Source: an optimization exercise on an open RTL-to-GDS flow (aim: small area). Production flows keep margins and buffers that such runs may drop.
In this exercise RTL edits were held to simulation tests only and were not proved equivalent to the original.
No activity file was given, so power comes from the tool's default toggle rates. No driver is modelled on the clock port, so clocking that relies on it looks cheaper here than on a real chip.

JK:
Design cpu_trace_buffer, start of the top module:
module cpu_trace_buffer #(
   parameter int DEPTH = 16,
   parameter int AW    = 4,
   parameter int POST  = 8
) (
   input  logic          clock,
   input  logic          reset,
   input  logic [31:0]   cpu_pc,
   input  logic [31:0]   cpu_inst,
   input  logic [31:0]   cpu_aluout,
   input  logic [31:0]   cpu_memout,
   input  logic          arm,
   input  logic [31:0]   trig_pc,
   input  logic          rd_en,
   output logic          rd_valid,
   output logic [31:0]   rd_pc,
   output logic [31:0]   rd_inst,
   output logic [31:0]   rd_aluout,
   output logic [31:0]   rd_memout,
   output logic [1:0]    state,
   output logic [AW:0]   count,
   output logic          triggered
);
   localparam int EW = 128;
   localparam logic [AW:0] LP_FULL = (AW+1)'(DEPTH);
   localparam logic [1:0] S_IDLE = 2'd0;
   localparam logic [1:0] S_PRE  = 2'd1;
   localparam logic [1:0] S_POST = 2'd2;
   localparam logic [1:0] S_DONE = 2'd3;
   logic [1:0]       r_state;
   logic [EW-1:0]    r_ring [DEPTH];
   logic [AW-1:0]    r_pos;
   logic [AW:0]      r_count;
  ...
==> flow/config.mk <==
export PLATFORM = sky130hd
export DESIGN_NAME = cpu_trace_buffer
export DESIGN_NICKNAME = cpu_trace_buffer
export VERILOG_FILES = /design/flow/design.v
export SDC_FILE = /design/flow/constraint.sdc
export NUM_CORES = 4
export LEC_CHECK = 0
export CAP_MARGIN = 20
export CORE_MARGIN = 2
export CORE_UTILIZATION = 40
export SLEW_MARGIN = 20
export SYNTH_HIERARCHICAL = 1
export SYNTH_MINIMUM_KEEP_SIZE = 0
==> flow/constraint.sdc <==
create_clock -name core_clock -period 5.0 [get_ports {clock}]
set_input_delay 1.0000 -clock core_clock [delete_from_list [all_inputs] [get_ports {clock}]]
set_output_delay 1.0000 -clock core_clock [all_outputs]
set_load 0.01 [all_outputs]
run.sh (not shown) runs the stock make flow with config.mk's settings and CLKGATE_MAP_FILE= SYNTH_SCRIPT=/design/flow/synth_recipe.tcl, a recipe that flattens the netlist after the stock synthesis.
Modified inputs, MS compared to JK
==> flow/flow/run.sh (new file) <==
#!/bin/bash
# Standard ORFS layout (the standard.sh) with two changes:
#  - port buffers use the smallest buffer cell (buf_1) instead of the default pick
#  - clock tree: larger sink clusters, no dummy loads
set -euo pipefail
bash standard.sh finish \
  "BUFFER_PORTS_ARGS=-buffer_cell sky130_fd_sc_hd__buf_1" \
  "CTS_ARGS=-sink_clustering_enable -repair_clock_nets -dont_use_dummy_load -sink_clustering_size 34 -sink_clustering_max_diameter 90" \
  > make_finish.log 2>&1
==> flow/standard.sh (new file) <==
#!/bin/bash
# synth_recipe.tcl (not shown) runs the flow's synth.tcl, then flattens the netlist and writes it again
# the make line also repeats each setting of config.mk as NAME=value (left out here)
make -C /OpenROAD-flow-scripts/flow DESIGN_CONFIG=/design/flow/config.mk WORK_HOME=/design/flow/orfs CLKGATE_MAP_FILE= SYNTH_SCRIPT=/design/flow/synth_recipe.tcl "${@:-finish}"
diff --git a/flow/config.mk b/flow/config.mk
--- a/flow/config.mk
+++ b/flow/config.mk
@@ -6,8 +6,10 @@
 export NUM_CORES = 4
 export LEC_CHECK = 0
-export CAP_MARGIN = 20
+export CAP_MARGIN = 0
 export CORE_MARGIN = 2
-export CORE_UTILIZATION = 40
-export SLEW_MARGIN = 20
+export CORE_UTILIZATION = 60
+export GPL_TIMING_DRIVEN = 0
+export PLACE_DENSITY = 0.75
+export SLEW_MARGIN = 0
 export SYNTH_HIERARCHICAL = 1
 export SYNTH_MINIMUM_KEEP_SIZE = 0
removed: flow/run.sh
--- outcome ---
[MS vs JK] headroom to the max-slew limit: lower in MS
Maximum vdd ir drop in MS is 0.14 mV above JK.
Comparing JK and MS, overall power after layout is lower on MS.
Diff JK -> MS: number of core rows now smaller, maximum frequency now larger.
### MS -> AL
diff --git a/flow/flow/run.sh b/flow/flow/run.sh
--- a/flow/flow/run.sh
+++ b/flow/flow/run.sh
@@ -6,4 +6,4 @@
 bash standard.sh finish \
   "BUFFER_PORTS_ARGS=-buffer_cell sky130_fd_sc_hd__buf_1" \
-  "CTS_ARGS=-sink_clustering_enable -repair_clock_nets -dont_use_dummy_load -sink_clustering_size 34 -sink_clustering_max_diameter 90" \
+  "CTS_ARGS=-sink_clustering_enable -repair_clock_nets -dont_use_dummy_load -sink_clustering_size 30 -sink_clustering_max_diameter 80" \
   > make_finish.log 2>&1
==> flow/config.mk <==
export PLATFORM = sky130hd
export DESIGN_NAME = cpu_trace_buffer
export DESIGN_NICKNAME = cpu_trace_buffer
export VERILOG_FILES = /design/flow/design.v
export SDC_FILE = /design/flow/constraint.sdc
export NUM_CORES = 4
export LEC_CHECK = 0
export CAP_MARGIN = 20
export CORE_MARGIN = 2
export CORE_UTILIZATION = 40
export SLEW_MARGIN = 20
export SYNTH_HIERARCHICAL = 1
export SYNTH_MINIMUM_KEEP_SIZE = 0
## What came out
- The worst voltage drop across the vdd grid in AL is 0.62 times that in MS.
- Delta(power, AL - MS) > 0
- From MS to AL the numbers moved as follows: worst setup slack grew by 320 ps, footprint of the flip-flops and latches held steady, net switching fraction of the power grew by 0.25 points.
- As far as maximum number of buffers from clock root to sink goes, MS and AL are indistinguishable; the numbers are identical.
- AL vs MS, capturing instance or port of the critical path: rd_memout[17] vs rd_pc[0]

* * *

build 9:
The RTL this note starts from:
==> flow/design.v <==
module cpu_trace_buffer #(
   parameter int DEPTH = 16,
   parameter int AW    = 4,
   parameter int POST  = 8
) (
   input  logic          clock,
   input  logic          reset,
   input  logic [31:0]   cpu_pc,
   input  logic [31:0]   cpu_inst,
   input  logic [31:0]   cpu_aluout,
   input  logic [31:0]   cpu_memout,
   input  logic          arm,
   input  logic [31:0]   trig_pc,
   input  logic          rd_en,
   output logic          rd_valid,
   output logic [31:0]   rd_pc,
   output logic [31:0]   rd_inst,
   output logic [31:0]   rd_aluout,
   output logic [31:0]   rd_memout,
   output logic [1:0]    state,
   output logic [AW:0]   count,
   output logic          triggered
);
   localparam int EW = 128;
   localparam logic [AW:0] LP_FULL = (AW+1)'(DEPTH);
   localparam logic [1:0] S_IDLE = 2'd0;
   localparam logic [1:0] S_PRE  = 2'd1;
   localparam logic [1:0] S_POST = 2'd2;
   localparam logic [1:0] S_DONE = 2'd3;
   logic [1:0]       r_state;
   logic [EW-1:0]    r_ring [DEPTH];
   logic [AW-1:0]    r_pos;
   logic [AW:0]      r_count;
   logic [2:0]       r_post;
   logic             r_triggered;
   logic             r_rd_valid;
   logic             w_write;
   logic             w_hit;
   logic             w_read;
   logic             w_rearm;
   logic             w_to_done;
   logic [AW:0]      w_count_inc;
   logic [EW-1:0]    w_rd_entry;
   logic [EW-1:0]    w_wr_entry;
   assign w_wr_entry  = {cpu_pc, cpu_inst, cpu_aluout, cpu_memout};
   assign w_write     = (r_state == S_PRE) || (r_state == S_POST);
   assign w_hit       = (r_state == S_PRE) && (cpu_pc == trig_pc);
   assign w_rearm     = ((r_state == S_IDLE) || (r_state == S_DONE)) && arm;
   assign w_read      = (r_state == S_DONE) && !arm && rd_en && (r_count != '0);
   assign w_to_done   = (r_state == S_POST) && (r_post == 3'd7);
   assign w_count_inc = (r_count == LP_FULL) ? r_count : r_count + 1'b1;
   logic [EW-1:0]    w_ring_in;
   logic             w_rot, w_rot_n;
   assign w_rot   = (r_state == S_DONE);
   assign w_rot_n = ~w_rot;
   for (genvar b = 0; b < EW; b++) begin : g_in
      ctb_ao22 u_ao (
         .a0(r_ring[DEPTH-1][b]), .s0(w_rot),
         .a1(w_wr_entry[b]),      .s1(w_rot_n),
         .y(w_ring_in[b]));
   end
   always_ff @(posedge clock) begin
      r_ring[0] <= w_ring_in;
      for (int i = 1; i < DEPTH; i++) r_ring[i] <= r_ring[i-1];
   end
   always_ff @(posedge clock) begin
      if (w_to_done)   r_pos <= w_count_inc[AW-1:0];
      else if (!w_read) r_pos <= r_pos + 1'b1;
   end
   always_ff @(posedge clock) begin
      if (reset) begin
         r_state     <= S_IDLE;
         r_count     <= '0;
         r_post      <= '0;
         r_triggered <= 1'b0;
         r_rd_valid  <= 1'b0;
      end else begin
         r_rd_valid <= w_read;
         case (r_state)
            S_IDLE:  if (arm) r_state <= S_PRE;
            S_PRE:   if (w_hit) r_state <= S_POST;
            S_POST:  if (w_to_done) r_state <= S_DONE;
            default: if (arm) r_state <= S_PRE;
         endcase
         if (w_rearm) begin
            r_count     <= '0;
            r_triggered <= 1'b0;
         end
         if (w_write) r_count <= w_count_inc;
         if (w_read)  r_count <= r_count - 1'b1;
         if (w_hit) begin
            r_triggered <= 1'b1;
            r_post      <= '0;
         end else if (r_state == S_POST) begin
            r_post <= r_post + 1'b1;
         end
      end
   end
   logic [DEPTH-1:0] w_sel;
   always_comb
      for (int i = 0; i < DEPTH; i++) w_sel[i] = (r_pos == AW'(i));
   for (genvar b = 0; b < EW; b++) begin : g_rd
      logic [4:0] w_grp_n;
      for (genvar g = 0; g < 5; g++) begin : g_grp
         ctb_aoi222 u_aoi (
            .a0(r_ring[3*g][b]),   .s0(w_sel[3*g]),
            .a1(r_ring[3*g+1][b]), .s1(w_sel[3*g+1]),
            .a2(r_ring[3*g+2][b]), .s2(w_sel[3*g+2]),
            .y(w_grp_n[g]));
      end
      ctb_or_tail u_tail (
         .y_n(w_grp_n), .a(r_ring[15][b]), .s(w_sel[15]), .y(w_rd_entry[b]));
   end
   assign state     = r_state;
   assign count     = r_count;
   assign triggered = r_triggered;
   assign rd_valid  = r_rd_valid;
   assign rd_pc     = w_rd_entry[127:96];
   assign rd_inst   = w_rd_entry[95:64];
   assign rd_aluout = w_rd_entry[63:32];
   assign rd_memout = w_rd_entry[31:0];
endmodule
module ctb_aoi222 (
   input  logic a0, s0, a1, s1, a2, s2,
   output logic y
);
   assign y = ~((a0 & s0) | (a1 & s1) | (a2 & s2));
endmodule
module ctb_or_tail (
   input  logic [4:0] y_n,
   input  logic       a, s,
   output logic       y
);
   assign y = ~(&y_n) | (a & s);
endmodule
module ctb_ao22 (
   input  logic a0, s0, a1, s1,
   output logic y
);
   assign y = (a0 & s0) | (a1 & s1);
endmodule
clock: 5.0 ns
lec_check: 0
cap_margin: 20
core_margin: 2
core_utilization: 60
place_density: 0.75
slew_margin: 20
synth_hierarchical: 1
synth_minimum_keep_size: 0
standard.sh (not shown) runs the stock make flow with config.mk's settings and CLKGATE_MAP_FILE= SYNTH_SCRIPT=/design/flow/synth_recipe.tcl, a recipe that flattens the netlist after the stock synthesis.
==> flow/flow/run.sh <==
#!/bin/bash
# Standard ORFS layout (the standard.sh) with two changes:
#  - port buffers use the smallest buffer cell (buf_1) instead of the default pick
#  - clock tree: larger sink clusters, no dummy loads
set -euo pipefail
bash standard.sh finish \
  "BUFFER_PORTS_ARGS=-buffer_cell sky130_fd_sc_hd__buf_1" \
  "CTS_ARGS=-sink_clustering_enable -repair_clock_nets -dont_use_dummy_load -sink_clustering_size 30 -sink_clustering_max_diameter 80" \
  > make_finish.log 2>&1
Edits applied to the flow inputs when going from build 9 to build 18:
Settings: swapping 60 for 40 in CORE_UTILIZATION; clearing PLACE_DENSITY, which used to be 0.75.
diff --git a/flow/flow/run.sh b/flow/flow/run.sh
--- a/flow/flow/run.sh
+++ b/flow/flow/run.sh
@@ -8 +8 @@
-  "CTS_ARGS=-sink_clustering_enable -repair_clock_nets -dont_use_dummy_load -sink_clustering_size 30 -sink_clustering_max_diameter 80" \
+  "CTS_ARGS=-sink_clustering_enable -repair_clock_nets -dont_use_dummy_load -sink_clustering_size 24 -sink_clustering_max_diameter 100" \
Findings:
- Build 18 ended with every stage complete and zero timing, DRC or antenna violations.
- Build 9 reached the final stage; the timing, design-rule and antenna checks on its layout passed.
- Layout filler cell count: build 18 vs build 9 up 87%
- Looking at met2 track utilization from global routing, build 18 sits 13 points below build 9.
- Highest achievable clock rate was lower in the run labelled build 9.
- Re fraction of area in multi-input gates: build 18 is 0.43 points down on build 9.
Changes in build 5 relative to build 18:
Settings: CORE_UTILIZATION changed from 40 to 60; PLACE_DENSITY newly set to 0.75.
diff --git a/flow/flow/run.sh b/flow/flow/run.sh
--- a/flow/flow/run.sh
+++ b/flow/flow/run.sh
@@ -8 +8 @@
-  "CTS_ARGS=-sink_clustering_enable -repair_clock_nets -dont_use_dummy_load -sink_clustering_size 24 -sink_clustering_max_diameter 100" \
+  "CTS_ARGS=-sink_clustering_enable -repair_clock_nets -dont_use_dummy_load -sink_clustering_size 36 -sink_clustering_max_diameter 60" \
--- outcome ---
Summary of build 5 over build 18: final worst setup slack moved down, clock power moved down.
Diff build 18 -> build 5: fraction of area in multi-input gates rose by 0.28 points; total length of routed wires lost 7500 microns; worst hold slack picked up an extra 0.0063 ns; number of placed I/O pins comparable.
Looking at termination of the worst setup path, the rd_memout[17] result is from build 18; the rd_pc[11] one comes from build 5.
[inputs] build 13 vs build 5
Settings: a change of PLACE_DENSITY from 0.75 to 0.85; a change of CORE_UTILIZATION from 60 to 70.
diff --git a/flow/flow/run.sh b/flow/flow/run.sh
--- a/flow/flow/run.sh
+++ b/flow/flow/run.sh
@@ -8 +8 @@
-  "CTS_ARGS=-sink_clustering_enable -repair_clock_nets -dont_use_dummy_load -sink_clustering_size 36 -sink_clustering_max_diameter 60" \
+  "CTS_ARGS=-sink_clustering_enable -repair_clock_nets -dont_use_dummy_load -sink_clustering_size 30 -sink_clustering_max_diameter 80" \
Findings:
In the flow results for build 5 and build 13, the data arrival time at the worst-slack endpoint is smaller on build 13.
Compared with build 5, in build 13 cell area went down 1.3%; global-route wire length before repair rose about 2.6%.
Build 5 and build 13 ended up with nearly the same sequential power.
Build 13: fraction of standard cell area in multi-input logic is 0.27 points higher than what build 5 reported.
The final reports for build 13 and build 5 show number of nets in the finished design lower in the former.

* * *

run 1:
Starts from the design.v that is shown in full above.
Settings: LEC_CHECK=0, CAP_MARGIN=20, CORE_MARGIN=2, CORE_UTILIZATION=60, GPL_TIMING_DRIVEN=0, PLACE_DENSITY=0.75, SLEW_MARGIN=20, SYNTH_HIERARCHICAL=1, SYNTH_MINIMUM_KEEP_SIZE=0; clock period 5.0 ns.
==> flow/flow/run.sh <==
#!/bin/bash
# Standard ORFS layout (the standard.sh) with two changes:
#  - port buffers use the smallest buffer cell (buf_1) instead of the default pick
#  - clock tree: larger sink clusters, no dummy loads
set -euo pipefail
bash standard.sh finish \
  "BUFFER_PORTS_ARGS=-buffer_cell sky130_fd_sc_hd__buf_1" \
  "CTS_ARGS=-sink_clustering_enable -repair_clock_nets -dont_use_dummy_load -sink_clustering_size 34 -sink_clustering_max_diameter 90" \
  > make_finish.log 2>&1
Run 1 closes out successfully: all stages finished, all timing, DRC and antenna checks passed.
Input changes introduced in run 2 (baseline for comparison: run 1):
- a deleted GPL_TIMING_DRIVEN that had been 0
### Flow results
Every stage of the flow completed for run 2, and the final layout passed the timing, design-rule and antenna checks. Final net count of run 2 is on par with run 1. Run 2 -> run 1: number of nets in the synthesized netlist delta 0, exact match. In the flow results for run 2 and run 1, the design area is smaller on run 2. Run 2 vs run 1 on worst hold slack: run 2 is the lower one. Power: lower on run 2. Row total stage count of the critical path: run 2 lower / run 1 higher. Global-route wire length before repair: run 2 vs run 1 — no meaningful difference. Per the comparison of run 2 with run 1, power in sequential cells held steady, non-clock buffer count shrank by 8.
[inputs] run 3 vs run 2
- CORE_UTILIZATION changed from 60 to 55
- PLACE_DENSITY removed (was 0.75)
- CTS_BUF_LIST newly set to sky130_fd_sc_hd__clkbuf_4 sky130_fd_sc_hd__clkbuf_8
==> flow/run.sh (new file) <==
#!/bin/bash
# synth_recipe.tcl (not shown) runs the flow's synth.tcl, then flattens the netlist and writes it again
# the make line also repeats each setting of config.mk as NAME=value (left out here)
make -C /OpenROAD-flow-scripts/flow DESIGN_CONFIG=/design/flow/config.mk WORK_HOME=/design/flow/orfs CLKGATE_MAP_FILE= SYNTH_SCRIPT=/design/flow/synth_recipe.tcl finish
removed: flow/flow/run.sh
removed: flow/standard.sh
Looking at critical path startpoint, the r_pos[2] result is from run 2; the r_pos[0] one comes from run 3. Final non-filler cell total was lower in run 2 than in run 3. Cell row count: run 3 > run 2. Top achievable clock speed for run 3: about 9% down relative to run 2. Lower worst path setup slack after routing among run 3 and run 2: run 3.
Input changes introduced in run 4 (baseline for comparison: run 3):
- CAP_MARGIN: 20 -> 0
- CTS_BUF_LIST: sky130_fd_sc_hd__clkbuf_4 sky130_fd_sc_hd__clkbuf_8 -> unset
- SLEW_MARGIN: 20 -> 0
- CORE_UTILIZATION: 55 -> 40
==> flow/flow/run.sh (new file) <==
#!/bin/bash
# Standard ORFS layout (the standard.sh) with two changes:
#  - port buffers use the smallest buffer cell (buf_1) instead of the default pick
#  - clock tree: larger sink clusters, no dummy loads
set -euo pipefail
bash standard.sh finish \
  "BUFFER_PORTS_ARGS=-buffer_cell sky130_fd_sc_hd__buf_1" \
  "CTS_ARGS=-sink_clustering_enable -repair_clock_nets -dont_use_dummy_load -sink_clustering_size 24 -sink_clustering_max_diameter 100" \
  > make_finish.log 2>&1
==> flow/standard.sh (new file) <==
#!/bin/bash
# synth_recipe.tcl (not shown) runs the flow's synth.tcl, then flattens the netlist and writes it again
# the make line also repeats each setting of config.mk as NAME=value (left out here)
make -C /OpenROAD-flow-scripts/flow DESIGN_CONFIG=/design/flow/config.mk WORK_HOME=/design/flow/orfs CLKGATE_MAP_FILE= SYNTH_SCRIPT=/design/flow/synth_recipe.tcl "${@:-finish}"
removed: flow/run.sh
### Flow results
- Compared to run 3, run 4 shows a wider setup margin.
- Compare run 3 and run 4 | global routing usage summed across all routing layers lower: run 4
- Higher clock buffer count in the final layout among run 3 and run 4: run 3
- Met1 track utilization from global routing, run 3 and run 4: lower on run 4
- Wire length reported by the detailed router was lower in run 4 than in run 3.
- Clock input transition at the sequential cells of the worst setup and hold paths: run 4 vs run 3 up 0.03 ns
- Compared run 4 vs run 3, and final hold slack is down in run 4.
- Against run 3, run 4 reports a pin count of the biggest net entering global routing that is lower.
- Total power: run 4 below run 3
- In the tables for run 3 and run 4, ratio of final minimum period to clock period reads lower with run 4.

-- what the ideal ports hide --
The flow's constraints put no driver on any port. The routed layouts listed below were extracted and timed again, unchanged, in two steps.
Step 1 sets driving cells, clkbuf_16 on the clock port and buf_2 on the other inputs (assumed; they add their load-dependent delay and slew).
Step 2 moves the port delays by t, midway between the first and last clock arrival at a register: inputs arrive t later, outputs are due t later. That takes back most of the time a late clock gives input paths.
Three values: ideal ports, drivers, drivers and shift; two values: the first two.
run | t (ns) | setup WS [ns] | worst slew at a driven data input, ns
JK | 0.875 | 0.146 / 0.072 / 0.948 | 0.15
MS | 0.708 | 0.278 / 0.208 / 0.916 | 0.12
AL | 0.725 | 0.595 / 0.521 / 1.246 | 0.17
build 9 | 0.708 | 0.504 / 0.436 / 1.144 | 0.11
build 18 | 0.774 | 0.522 / 0.449 / 1.223 | 0.19
build 5 | 0.736 | 0.501 / 0.435 / 1.171 | 0.11
build 13 | 0.713 | 0.575 / 0.505 / 1.217 | 0.11
run 1 | 0.707 | 0.608 / 0.537 / 1.244 | 0.13
run 2 | 0.705 | 0.523 / 0.453 / 1.158 | 0.09
run 3 | 0.988 | 0.064 / -0.008 / 0.981 | 0.13
run 4 | 0.774 | 0.522 / 0.449 / 1.223 | 0.19
After both steps setup and hold are still met in every run listed.
